What follows belongs to an exercise in optimizing a design on an open flow for small area, a short achievable clock period and few clock cycles per item; a production flow would make more cautious choices.
Where RTL was checked, it was by simulation tests only, not by an equivalence proof against the original.

==> flow/design.v (excerpt) <==
module nn_top #(
  parameter int data_w = 16,
  parameter int frac_w = 8
) (
  input  wire                clk,
  input  wire                rst_n,
  input  wire                in_valid_w1,
  input  wire                in_valid_w2,
  input  wire                in_valid_d,
  input  wire  [data_w-1:0]  weight1,
  input  wire  [data_w-1:0]  weight2,
  input  wire  [data_w-1:0]  data_point,
  output logic               out_valid,
  output logic [data_w-1:0]  out
);
Size in the first run: ~3,100 cells after synthesis.
==> module nn_operand_store, before the edit <==
module nn_operand_store #(
  parameter int data_w = 16
) (
  input  wire                                         clk,
  input  wire                                         rst_n,
  input  wire                                         in_valid_w1,
  input  wire                                         in_valid_w2,
  input  wire                                         in_valid_d,
  input  wire                                         rot_d,
  input  wire  [data_w-1:0]                           weight1,
  input  wire  [data_w-1:0]                           weight2,
  input  wire  [data_w-1:0]                           data_point,
  output logic [nn_pkg::n_w1-1:0][data_w-1:0]         w1,
  output logic [nn_pkg::n_hid-1:0][data_w-1:0]        w2,
  output logic [nn_pkg::n_in-1:0][data_w-1:0]         d,
  output logic [nn_pkg::n_w1-1:0]                     w1_ok,
  output logic [nn_pkg::n_hid-1:0]                    w2_ok,
  output logic [nn_pkg::n_in-1:0]                     d_ok,
  output logic                                        d3_ok_hold,  
  output logic [data_w-1:0]                           d3_next      
);
  assign d3_next = in_valid_d ? data_point : (rot_d ? d[0] : d[nn_pkg::n_in-1]);
  assign d3_ok_hold = rot_d ? d_ok[0] : d_ok[nn_pkg::n_in-1];
  always_ff @(posedge clk) begin
    if (in_valid_w1) begin
      w1 <= {weight1, w1[nn_pkg::n_w1-1:1]};
    end
  end
  always_ff @(posedge clk) begin
    if (in_valid_w2) begin
      w2 <= {weight2, w2[nn_pkg::n_hid-1:1]};
    end
  end
  always_ff @(posedge clk) begin
    if (in_valid_d || rot_d) begin
      d <= {d3_next, d[nn_pkg::n_in-1:1]};
    end
  end
  logic [3:0] n1;
  logic [1:0] n2;
  always_ff @(posedge clk or negedge rst_n) begin
    if (!rst_n) begin
      n1   <= '0;
      n2   <= '0;
      d_ok <= '0;
    end else begin
      if (in_valid_w1 && n1 != 4'(nn_pkg::n_w1)) begin
        n1 <= n1 + 4'd1;
      end
      if (in_valid_w2 && n2 != 2'(nn_pkg::n_hid)) begin
        n2 <= n2 + 2'd1;
      end
      if (in_valid_d || rot_d) begin
        d_ok <= {(in_valid_d | d_ok[0]), d_ok[nn_pkg::n_in-1:1]};
      end
    end
  end
  for (genvar k = 0; k < nn_pkg::n_w1; k++) begin : g_w1_ok
    assign w1_ok[k] = (n1 >= 4'(nn_pkg::n_w1 - k));
  end
  for (genvar k = 0; k < nn_pkg::n_hid; k++) begin : g_w2_ok
    assign w2_ok[k] = (n2 >= 2'(nn_pkg::n_hid - k));
  end
endmodule
export LEC_CHECK = 0
export CAP_MARGIN = 20
export CORE_MARGIN = 2
export CORE_UTILIZATION = 40
export PLACE_DENSITY = 0.75
export SLEW_MARGIN = 20
create_clock -name core_clock -period 12.0 [get_ports {clk}]
standard.sh (not shown) runs the stock make flow with config.mk's settings and CLKGATE_MAP_FILE= SYNTH_SCRIPT=/design/flow/synth_recipe.tcl, a recipe that flattens the netlist after the stock synthesis.
==> flow/flow/run.sh <==
#!/bin/bash
set -euo pipefail
M=7.0
B="-buffer_cell sky130_fd_sc_hd__buf_2"
R=orfs/results/sky130hd/nn_top/base
bash standard.sh SETUP_SLACK_MARGIN=$M "BUFFER_PORTS_ARGS=$B" synth > synth_flow.log 2>&1
cp $R/1_2_yosys.v $R/1_2_yosys_orig.v
python3 flow/fa_polarity.py $R/1_2_yosys_orig.v $R/1_2_yosys_fapol.v > fa_polarity.log 2>&1
python3 flow/out_adder.py $R/1_2_yosys_fapol.v $R/1_2_yosys_oadd.v > out_adder.log 2>&1
cp $R/1_2_yosys_oadd.v $R/1_2_yosys.v
rm -f $R/1_synth.odb $R/1_synth.sdc
bash standard.sh SETUP_SLACK_MARGIN=$M "BUFFER_PORTS_ARGS=$B" finish > standard_flow.log 2>&1
Other scripts of this flow, unchanged in this note and not shown: flow/flow/fa_polarity.py, flow/flow/out_adder.py
Rerun with:
--- a/flow/design.v
+++ b/flow/design.v
@@ -176,31 +176,23 @@
       d <= {d3_next, d[nn_pkg::n_in-1:1]};
     end
   end
-  logic [3:0] n1;
-  logic [1:0] n2;
   always_ff @(posedge clk or negedge rst_n) begin
     if (!rst_n) begin
-      n1   <= '0;
-      n2   <= '0;
-      d_ok <= '0;
+      w1_ok <= '0;
+      w2_ok <= '0;
+      d_ok  <= '0;
     end else begin
-      if (in_valid_w1 && n1 != 4'(nn_pkg::n_w1)) begin
-        n1 <= n1 + 4'd1;
+      if (in_valid_w1) begin
+        w1_ok <= {1'b1, w1_ok[nn_pkg::n_w1-1:1]};
       end
-      if (in_valid_w2 && n2 != 2'(nn_pkg::n_hid)) begin
-        n2 <= n2 + 2'd1;
+      if (in_valid_w2) begin
+        w2_ok <= {1'b1, w2_ok[nn_pkg::n_hid-1:1]};
       end
       if (in_valid_d || rot_d) begin
         d_ok <= {(in_valid_d | d_ok[0]), d_ok[nn_pkg::n_in-1:1]};
       end
     end
   end
-  for (genvar k = 0; k < nn_pkg::n_w1; k++) begin : g_w1_ok
-    assign w1_ok[k] = (n1 >= 4'(nn_pkg::n_w1 - k));
-  end
-  for (genvar k = 0; k < nn_pkg::n_hid; k++) begin : g_w2_ok
-    assign w2_ok[k] = (n2 >= 2'(nn_pkg::n_hid - k));
-  end
 endmodule
 `default_nettype wire
 `timescale 1ns/1ps
The new run completed without violations.
Routed wire length came out higher by 0.69%.
Setup slack loses 26 ps.
Cell area decreases by 0.31%.
Synthesized cell count went down by 0.79%.
First-iteration DRC count increases by 5.5%.
Utilization came out lower by 0.21 points.
Via count went down by 1.6%.
Clock skew came out higher by 4.6 ps.
Global-route usage barely changes.
Testbench counts after the change, summed over its fixed seeds: cycles 22,400, inferences 3,200.
The RTL of the first run of this note was laid out without a check of its function.

[static timing again, ports no longer ideal]
Ports are ideal in the flow. The routed layouts listed here were re-timed in OpenROAD. Step 1 (the two cells are an assumption about what drives the block):
set clk [get_ports {clk}]
set_driving_cell -lib_cell sky130_fd_sc_hd__clkbuf_16 $clk
set_driving_cell -lib_cell sky130_fd_sc_hd__buf_2 [delete_from_list [all_inputs] $clk]
Step 2 also shifts input and output timing later by t, the mid clock arrival at the registers, as if the neighbouring blocks saw the same clock. Slacks: no drivers / after step 1 / after step 2; pairs: no drivers / after step 1.
run	shift t [ns]	setup slack, ns	worst setup path after step 2
the first run	0.695	7.085 / 7.051 / 7.085	register to register
the second run	0.675	7.060 / 7.060 / 7.060	register to register
After both steps every run listed still meets setup and hold.
